This design comes from an exercise in tuning for small area and a short achievable clock period on the open sky130 flow, not from production work. Only simulation tests tie the RTL to the original design; equivalence was not proved.

==> v24 <==
// md_alu
module md_alu #(
  parameter int WIDTH   = 32,
  parameter int MUL_LAT = 5,
  parameter int DIV_LAT = 10
) (
  input  logic             clk,
  input  logic             reset,
  input  logic [WIDTH-1:0] A,
  input  logic [WIDTH-1:0] B,
  input  logic [3:0]       ALUOp,
  output logic [WIDTH-1:0] res,
  input  logic [2:0]       MDOp,
  input  logic             start,
  output logic             busy,
  output logic [WIDTH-1:0] HI,
  output logic [WIDTH-1:0] LO
);
  localparam int RW = 35;    
  localparam int K  = 3;     
  logic        sub;
  logic [32:0] addsub;
  logic        slt, sltu;
  logic        shl, sfill;
  logic [31:0] shin, shr, shl_res;
  logic [4:0]  sh;
  assign sh     = A[4:0];
  assign sub    = (ALUOp != 4'b0000);
  assign addsub = {1'b0, A} + {1'b0, B ^ {32{sub}}} + {32'd0, sub};
  assign sltu   = ~addsub[32];
  assign slt    = (A[31] ^ B[31]) ? A[31] : addsub[31];
  assign shl   = (ALUOp == 4'b1001);
  assign sfill = (ALUOp == 4'b1011) & B[31];
  always_comb begin
    for (int i = 0; i < 32; i++) shin[i] = shl ? B[31-i] : B[i];
  end
  assign shr = $signed({sfill, shin}) >>> sh;
  always_comb begin
    for (int i = 0; i < 32; i++) shl_res[i] = shr[31-i];
  end
  always_comb begin
    case (ALUOp)
      4'b0000: res = addsub[31:0];
      4'b0001: res = addsub[31:0];
      4'b0010: res = A & B;
      4'b0011: res = A | B;
      4'b0100: res = {B[15:0], 16'b0};
      4'b0101: res = A ^ B;
      4'b0110: res = ~(A | B);
      4'b0111: res = {31'd0, slt};
      4'b1000: res = {31'd0, sltu};
      4'b1001: res = shl_res;
      4'b1010: res = shr;
      4'b1011: res = shr;
      default: res = '0;
    endcase
  end
  logic        busy_q;
  logic        div_q;       
  logic [3:0]  cnt_q;       
  logic [32:0] M_q;         
  logic [33:0] H_q;         
  logic [31:0] L_q;         
  logic        bprev_q;     
  logic        sgn_q;       
  logic        sN_q;        
  ...
Settings: LEC_CHECK=0, ABC_AREA=1, CAP_MARGIN=20, CORE_MARGIN=2, CORE_UTILIZATION=40, SLEW_MARGIN=20; clock period 105.0 ns.
standard.sh (not shown) runs the stock make flow with config.mk's settings and CLKGATE_MAP_FILE= SYNTH_SCRIPT=/design/flow/synth_recipe.tcl, a recipe that flattens the netlist after the stock synthesis.
==> flow/flow/run.sh <==
#!/bin/bash
# The standard layout (the standard.sh), with one change: synthesis leaves adders to abc
# instead of extracting full/half adder cells (ADDER_MAP_FILE empty), which gives much faster
# carry chains for a little more area. Everything else, including the synthesis script, the
# register mapping and all later steps, is the standard flow's.
set -euo pipefail
cd "$(dirname "$0")/.."
bash ./standard.sh ADDER_MAP_FILE= finish > standard_flow.log 2>&1
==> inputs of v36, as changes to v24 <==
==> flow/design.v (replaced) <==
module md_alu #(
  parameter int WIDTH   = 32,
  parameter int MUL_LAT = 5,
  parameter int DIV_LAT = 10
) (
  input  logic             clk,
  input  logic             reset,
  input  logic [WIDTH-1:0] A,
  input  logic [WIDTH-1:0] B,
  input  logic [3:0]       ALUOp,
  output logic [WIDTH-1:0] res,
  input  logic [2:0]       MDOp,
  input  logic             start,
  output logic             busy,
  output logic [WIDTH-1:0] HI,
  output logic [WIDTH-1:0] LO
);
  localparam int RW = 35;    
  logic        sub;
  logic [32:0] addsub;
  logic        slt, sltu;
  logic        shl, sfill;
  logic [31:0] shin, shr, shl_res;
  logic [4:0]  sh;
  assign sh     = A[4:0];
  assign sub    = (ALUOp != 4'b0000);
  assign addsub = {1'b0, A} + {1'b0, B ^ {32{sub}}} + {32'd0, sub};
  assign sltu   = ~addsub[32];
  assign slt    = (A[31] ^ B[31]) ? A[31] : addsub[31];
  assign shl   = (ALUOp == 4'b1001);
  assign sfill = (ALUOp == 4'b1011) & B[31];
  always_comb begin
    for (int i = 0; i < 32; i++) shin[i] = shl ? B[31-i] : B[i];
  end
  assign shr = $signed({sfill, shin}) >>> sh;
  always_comb begin
    for (int i = 0; i < 32; i++) shl_res[i] = shr[31-i];
  end
  always_comb begin
    case (ALUOp)
      4'b0000: res = addsub[31:0];
      4'b0001: res = addsub[31:0];
      4'b0010: res = A & B;
      4'b0011: res = A | B;
      4'b0100: res = {B[15:0], 16'b0};
      4'b0101: res = A ^ B;
      4'b0110: res = ~(A | B);
      4'b0111: res = {31'd0, slt};
      4'b1000: res = {31'd0, sltu};
      4'b1001: res = shl_res;
      4'b1010: res = shr;
      4'b1011: res = shr;
      default: res = '0;
    endcase
  end
  logic        busy_q;
  logic        div_q;       
  logic [3:0]  cnt_q;       
  logic [32:0] M_q;         
  logic [33:0] H_q;         
  logic [31:0] L_q;         
  logic        bprev_q;     
  logic        sgn_q;       
  logic        sN_q;        
  logic        dz_q;        
  logic        c_q;         
  logic [31:0] hi_q, lo_q;
  logic is_mul, is_div, is_sgn;
  assign is_mul = (MDOp == 3'b001) || (MDOp == 3'b010);
  assign is_div = (MDOp == 3'b011) || (MDOp == 3'b100);
  assign is_sgn = (MDOp == 3'b001) || (MDOp == 3'b011);
  logic sD;
  assign sD = M_q[32];
  logic mul_run, div_run, div_post9, div_last, mul_last;
  assign mul_run   = busy_q & ~div_q & (cnt_q != 4'd4);
  assign mul_last  = busy_q & ~div_q & (cnt_q == 4'd4);
  assign div_run   = busy_q & div_q & ~cnt_q[3];
  assign div_post9 = busy_q & div_q & (cnt_q == 4'd8);
  assign div_last  = busy_q & div_q & (cnt_q == 4'd9);
  logic [RW-1:0] X [4];
  logic [RW-1:0] S [4];
  logic [RW-1:0] Y [4];
  logic          one [4], two [4], neg [4];
  logic [RW-1:0] Mx, M2x;
  assign Mx  = {{(RW-33){M_q[32]}}, M_q};
  assign M2x = {{(RW-34){M_q[32]}}, M_q, 1'b0};
  always_comb begin
    for (int r = 0; r < 4; r++) begin
      logic bh, bm, bl, xs;
      if (r == 0) begin
        if (div_run) X[0] = {H_q, L_q[31]};
        else         X[0] = {H_q[33], H_q};
      end else begin
        if (div_q)   X[r] = {S[r-1][33:0], L_q[31-r]};
        else         X[r] = {{2{S[r-1][RW-1]}}, S[r-1][RW-1:2]};
      end
      xs = X[r][RW-1];
      bh = L_q[2*r+1];
      bm = L_q[2*r];
      bl = (r == 0) ? bprev_q : L_q[2*r-1];
      if (div_q) begin
        one[r] = (r == 0 && div_post9) ? ~H_q[33] : 1'b1;
        two[r] = 1'b0;
        neg[r] = (xs == sD);
      end else if (mul_last) begin
        one[r] = ~sgn_q & bprev_q;
        two[r] = 1'b0;
        neg[r] = 1'b0;
      end else begin
        one[r] = bm ^ bl;
        two[r] = (bh & ~bm & ~bl) | (~bh & bm & bl);
        neg[r] = bh & ~(bm & bl);
      end
      Y[r] = (two[r] ? M2x : (one[r] ? Mx : '0)) ^ {RW{neg[r]}};
      begin
        logic c;
        c = neg[r];
        for (int i = 0; i < RW; i++) begin
          S[r][i] = X[r][i] ^ Y[r][i] ^ c;
          c = (X[r][i] & Y[r][i]) | (X[r][i] & c) | (Y[r][i] & c);
        end
      end
    end
  end
  logic        s_q;     
  logic        ce;
  logic [31:0] lo_x, lo_res, hi_res;
  logic        lo_inc;
  assign s_q    = sN_q ^ sD;
  assign ce     = sN_q & c_q;
  assign lo_x   = L_q ^ {32{div_q & s_q}};
  assign lo_inc = div_q & (s_q ^ ce);
  always_comb begin
    logic c;
    c = lo_inc;
    for (int i = 0; i < 32; i++) begin
      lo_res[i] = lo_x[i] ^ c;
      c = lo_x[i] & c;
    end
  end
  assign hi_res = (S[0][31:0] ^ {32{div_q & sN_q}}) & ~{32{div_q & ce}};
  always_ff @(posedge clk) begin
    if (!busy_q) begin
      div_q   <= is_div;
      cnt_q   <= 4'd0;
      M_q     <= {is_sgn & B[31], B};
      H_q     <= '0;
      L_q     <= A ^ {32{(MDOp == 3'b011) & A[31]}};
      bprev_q <= 1'b0;
      sgn_q   <= is_sgn;
      sN_q    <= (MDOp == 3'b011) & A[31];
      dz_q    <= (B == '0);
    end else begin
      cnt_q <= cnt_q + 4'd1;
      if (div_q) begin
        if (div_run) begin
          H_q <= S[3][33:0];
          L_q <= {L_q[27:0], ~S[0][RW-1], ~S[1][RW-1], ~S[2][RW-1], ~S[3][RW-1]};
        end else if (div_post9) begin
          H_q <= S[0][33:0];
          c_q <= &S[0];
        end
      end else begin
        H_q     <= {S[3][RW-1], S[3][RW-1:2]};
        L_q     <= {S[3][1:0], S[2][1:0], S[1][1:0], S[0][1:0], L_q[31:8]};
        bprev_q <= L_q[7];
      end
    end
  end
  always_ff @(posedge clk or posedge reset) begin
    if (reset) begin
      busy_q <= 1'b0;
      hi_q   <= '0;
      lo_q   <= '0;
    end else begin
      if (!busy_q) begin
        busy_q <= start & (is_mul | is_div);
        if (start && MDOp == 3'b101) hi_q <= A;
        if (start && MDOp == 3'b110) lo_q <= A;
      end else begin
        if (mul_last || div_last) busy_q <= 1'b0;
        if (mul_last || (div_last && !dz_q)) begin
          hi_q <= hi_res;
          lo_q <= lo_res;
        end
      end
    end
  end
  assign busy = busy_q;
  assign HI   = hi_q;
  assign LO   = lo_q;
endmodule
==> flow/run.sh (new file) <==
#!/bin/bash
# synth_recipe.tcl (not shown) runs the flow's synth.tcl, then flattens the netlist and writes it again
# the make line also repeats each setting of config.mk as NAME=value (left out here)
make -C /OpenROAD-flow-scripts/flow DESIGN_CONFIG=/design/flow/config.mk WORK_HOME=/design/flow/orfs CLKGATE_MAP_FILE= SYNTH_SCRIPT=/design/flow/synth_recipe.tcl finish
Settings changed: ABC_AREA 1 to unset.
removed: flow/flow/run.sh
removed: flow/standard.sh
==> inputs of v23, as changes to v24 <==
==> flow/design.v (replaced) <==
module md_alu #(
  parameter int WIDTH   = 32,
  parameter int MUL_LAT = 5,
  parameter int DIV_LAT = 10
) (
  input  logic             clk,
  input  logic             reset,
  input  logic [WIDTH-1:0] A,
  input  logic [WIDTH-1:0] B,
  input  logic [3:0]       ALUOp,
  output logic [WIDTH-1:0] res,
  input  logic [2:0]       MDOp,
  input  logic             start,
  output logic             busy,
  output logic [WIDTH-1:0] HI,
  output logic [WIDTH-1:0] LO
);
  localparam int RW = 35;    
  logic        sub;
  logic [32:0] addsub;
  logic        slt, sltu;
  logic        shl, sfill;
  logic [31:0] shin, shr, shl_res;
  logic [4:0]  sh;
  assign sh     = A[4:0];
  assign sub    = (ALUOp != 4'b0000);
  assign addsub = {1'b0, A} + {1'b0, B ^ {32{sub}}} + {32'd0, sub};
  assign sltu   = ~addsub[32];
  assign slt    = (A[31] ^ B[31]) ? A[31] : addsub[31];
  assign shl   = (ALUOp == 4'b1001);
  assign sfill = (ALUOp == 4'b1011) & B[31];
  always_comb begin
    for (int i = 0; i < 32; i++) shin[i] = shl ? B[31-i] : B[i];
  end
  assign shr = $signed({sfill, shin}) >>> sh;
  always_comb begin
    for (int i = 0; i < 32; i++) shl_res[i] = shr[31-i];
  end
  always_comb begin
    case (ALUOp)
      4'b0000: res = addsub[31:0];
      4'b0001: res = addsub[31:0];
      4'b0010: res = A & B;
      4'b0011: res = A | B;
      4'b0100: res = {B[15:0], 16'b0};
      4'b0101: res = A ^ B;
      4'b0110: res = ~(A | B);
      4'b0111: res = {31'd0, slt};
      4'b1000: res = {31'd0, sltu};
      4'b1001: res = shl_res;
      4'b1010: res = shr;
      4'b1011: res = shr;
      default: res = '0;
    endcase
  end
  logic        busy_q;
  logic        div_q;       
  logic [3:0]  cnt_q;       
  logic [32:0] M_q;         
  logic [33:0] H_q;         
  logic [31:0] L_q;         
  logic        bprev_q;     
  logic        sgn_q;       
  logic        sN_q;        
  logic        dz_q;        
  logic        c_q;         
  logic [31:0] hi_q, lo_q;
  logic is_mul, is_div, is_sgn;
  assign is_mul = (MDOp == 3'b001) || (MDOp == 3'b010);
  assign is_div = (MDOp == 3'b011) || (MDOp == 3'b100);
  assign is_sgn = (MDOp == 3'b001) || (MDOp == 3'b011);
  logic sD;
  assign sD = M_q[32];
  logic mul_run, div_run, div_post9, div_last, mul_last;
  assign mul_run   = busy_q & ~div_q & (cnt_q != 4'd4);
  assign mul_last  = busy_q & ~div_q & (cnt_q == 4'd4);
  assign div_run   = busy_q & div_q & ~cnt_q[3];
  assign div_post9 = busy_q & div_q & (cnt_q == 4'd8);
  assign div_last  = busy_q & div_q & (cnt_q == 4'd9);
  logic [RW-1:0] X [4];
  logic [RW-1:0] S [4];
  logic [RW-1:0] Y [4];
  logic          one [4], two [4], neg [4];
  logic [RW-1:0] Mx, M2x;
  assign Mx  = {{(RW-33){M_q[32]}}, M_q};
  assign M2x = {{(RW-34){M_q[32]}}, M_q, 1'b0};
  always_comb begin
    for (int r = 0; r < 4; r++) begin
      logic bh, bm, bl, xs;
      if (r == 0) begin
        if (div_run) X[0] = {H_q, L_q[31]};
        else         X[0] = {H_q[33], H_q};
      end else begin
        if (div_q)   X[r] = {S[r-1][33:0], L_q[31-r]};
        else         X[r] = {{2{S[r-1][RW-1]}}, S[r-1][RW-1:2]};
      end
      xs = X[r][RW-1];
      bh = L_q[2*r+1];
      bm = L_q[2*r];
      bl = (r == 0) ? bprev_q : L_q[2*r-1];
      if (div_q) begin
        one[r] = (r == 0 && div_post9) ? ~H_q[33] : 1'b1;
        two[r] = 1'b0;
        neg[r] = (xs == sD);
      end else if (mul_last) begin
        one[r] = ~sgn_q & bprev_q;
        two[r] = 1'b0;
        neg[r] = 1'b0;
      end else begin
        one[r] = bm ^ bl;
        two[r] = (bh & ~bm & ~bl) | (~bh & bm & bl);
        neg[r] = bh & ~(bm & bl);
      end
      Y[r] = (two[r] ? M2x : (one[r] ? Mx : '0)) ^ {RW{neg[r]}};
      begin
        logic c;
        c = neg[r];
        for (int i = 0; i < RW; i++) begin
          S[r][i] = X[r][i] ^ Y[r][i] ^ c;
          c = (X[r][i] & Y[r][i]) | (X[r][i] & c) | (Y[r][i] & c);
        end
      end
    end
  end
  logic        s_q;     
  logic        ce;
  logic [31:0] lo_x, lo_res, hi_res;
  logic        lo_inc;
  assign s_q    = sN_q ^ sD;
  assign ce     = sN_q & c_q;
  assign lo_x   = L_q ^ {32{div_q & s_q}};
  assign lo_inc = div_q & (s_q ^ ce);
  always_comb begin
    logic c;
    c = lo_inc;
    for (int i = 0; i < 32; i++) begin
      lo_res[i] = lo_x[i] ^ c;
      c = lo_x[i] & c;
    end
  end
  assign hi_res = (S[0][31:0] ^ {32{div_q & sN_q}}) & ~{32{div_q & ce}};
  always_ff @(posedge clk) begin
    if (!busy_q) begin
      div_q   <= is_div;
      cnt_q   <= 4'd0;
      M_q     <= {is_sgn & B[31], B};
      H_q     <= '0;
      L_q     <= A ^ {32{(MDOp == 3'b011) & A[31]}};
      bprev_q <= 1'b0;
      sgn_q   <= is_sgn;
      sN_q    <= (MDOp == 3'b011) & A[31];
      dz_q    <= (B == '0);
    end else begin
      cnt_q <= cnt_q + 4'd1;
      if (div_q) begin
        if (div_run) begin
          H_q <= S[3][33:0];
          L_q <= {L_q[27:0], ~S[0][RW-1], ~S[1][RW-1], ~S[2][RW-1], ~S[3][RW-1]};
        end else if (div_post9) begin
          H_q <= S[0][33:0];
          c_q <= &S[0];
        end
      end else begin
        H_q     <= {S[3][RW-1], S[3][RW-1:2]};
        L_q     <= {S[3][1:0], S[2][1:0], S[1][1:0], S[0][1:0], L_q[31:8]};
        bprev_q <= L_q[7];
      end
    end
  end
  always_ff @(posedge clk or posedge reset) begin
    if (reset) begin
      busy_q <= 1'b0;
      hi_q   <= '0;
      lo_q   <= '0;
    end else begin
      if (!busy_q) begin
        busy_q <= start & (is_mul | is_div);
        if (start && MDOp == 3'b101) hi_q <= A;
        if (start && MDOp == 3'b110) lo_q <= A;
      end else begin
        if (mul_last || div_last) busy_q <= 1'b0;
        if (mul_last || (div_last && !dz_q)) begin
          hi_q <= hi_res;
          lo_q <= lo_res;
        end
      end
    end
  end
  assign busy = busy_q;
  assign HI   = hi_q;
  assign LO   = lo_q;
endmodule
==> out/qor.yml <==
outcome:
  status: "finished clean"
sta:
  slew_headroom_pct: 27.6
global_routing:
  grt_pass1_wl_um: 150000
  grt_max_degree: 67
setup_path:
  cp_max_fo: 32
  path_buf_inv: 6
  worst_setup_path_end_kind: "output port"
  cp_data_required_time_ns: 84.00
  critPathMaxStageDelay_ns: 0.63
floorplanning:
  start_util_pct: 40.3
finish:
  final_cell_mix: "nand2_1, o21ai_0, inv_1"
logic_synthesis:
  ys_top_cells_by_area: "nand2_1, o21ai_0, edfxtp_1"
# the run above: v23

==> out/qor.yml <==
outcome:
  status: "finished clean"
sta:
  finalSetupViolCount: 0
  slew_headroom_pct: 5.63
setup_path:
  cp_data_required_time_ns: 84.00
  cp_max_fo: 32
  path_buf_inv: 12
  critPathMaxStageDelay_ns: 0.49
  worst_setup_path_end_kind: "output port"
global_routing:
  grt_pass1_wl_um: 145000
  grt_max_degree: 85
logic_synthesis:
  syn_inst: 3813
  synth.distinct_cells: 64
finish:
  final_cell_mix: "nand2_1, inv_1, o21ai_0"
  nNonClkBuffers: 221
floorplanning:
  start_util_pct: 40.3
# the run above: v24

==> out/qor.yml <==
outcome:
  status: "finished clean"
global_routing:
  grt_max_degree: 114
logic_synthesis:
  ys_top_cells_by_area: "fa_1, edfxtp_1, mux2i_1"
finish:
  final_cell_mix: "nand2_1, o21ai_0, xnor2_1"
floorplanning:
  start_util_pct: 40.3
setup_path:
  worst_setup_path_end_kind: "flip-flop"
  cp_data_required_time_ns: 105.40
  path_buf_inv: 10
sta:
  slew_headroom_pct: 26.1
# the run above: v36

==> afterwards: timing with drivers on the ports <==
Ports are ideal in the flow. The routed layouts listed here were re-timed in OpenROAD. Step 1, drivers: a clkbuf_16 drives clk and a buf_2 each remaining input, both assumed. Step 2 moves the port delays by t, midway between the first and last clock arrival at a register: inputs arrive t later, outputs are due t later. That takes back most of the time a late clock gives input paths. a / b / c = no drivers / after step 1 / after step 2; a / b = the first two.
| run | t (ns) | slack for setup (ns) | hold slack, ns | latest minus earliest clock arrival (ns) | worst data-port slew with drivers (ns) |
|---|---|---|---|---|---|
| v24 | 0.560 | 54.762 / 54.737 / 54.737 | 0.470 / 0.470 / 0.470 | 0.027 / 0.027 | 0.09 |
| v36 | 0.504 | 37.014 / 37.014 / 37.014 | 0.477 / 0.477 / 0.477 | 0.017 / 0.017 | 0.04 |
| v23 | 0.550 | 55.482 / 55.427 / 55.427 | 0.477 / 0.477 / 0.477 | 0.022 / 0.022 | 0.07 |
After both steps setup and hold are still met in every run listed. The setup slack of v23, which loses most, moves by -0.055 ns with the drivers and by -0.055 ns with both steps.
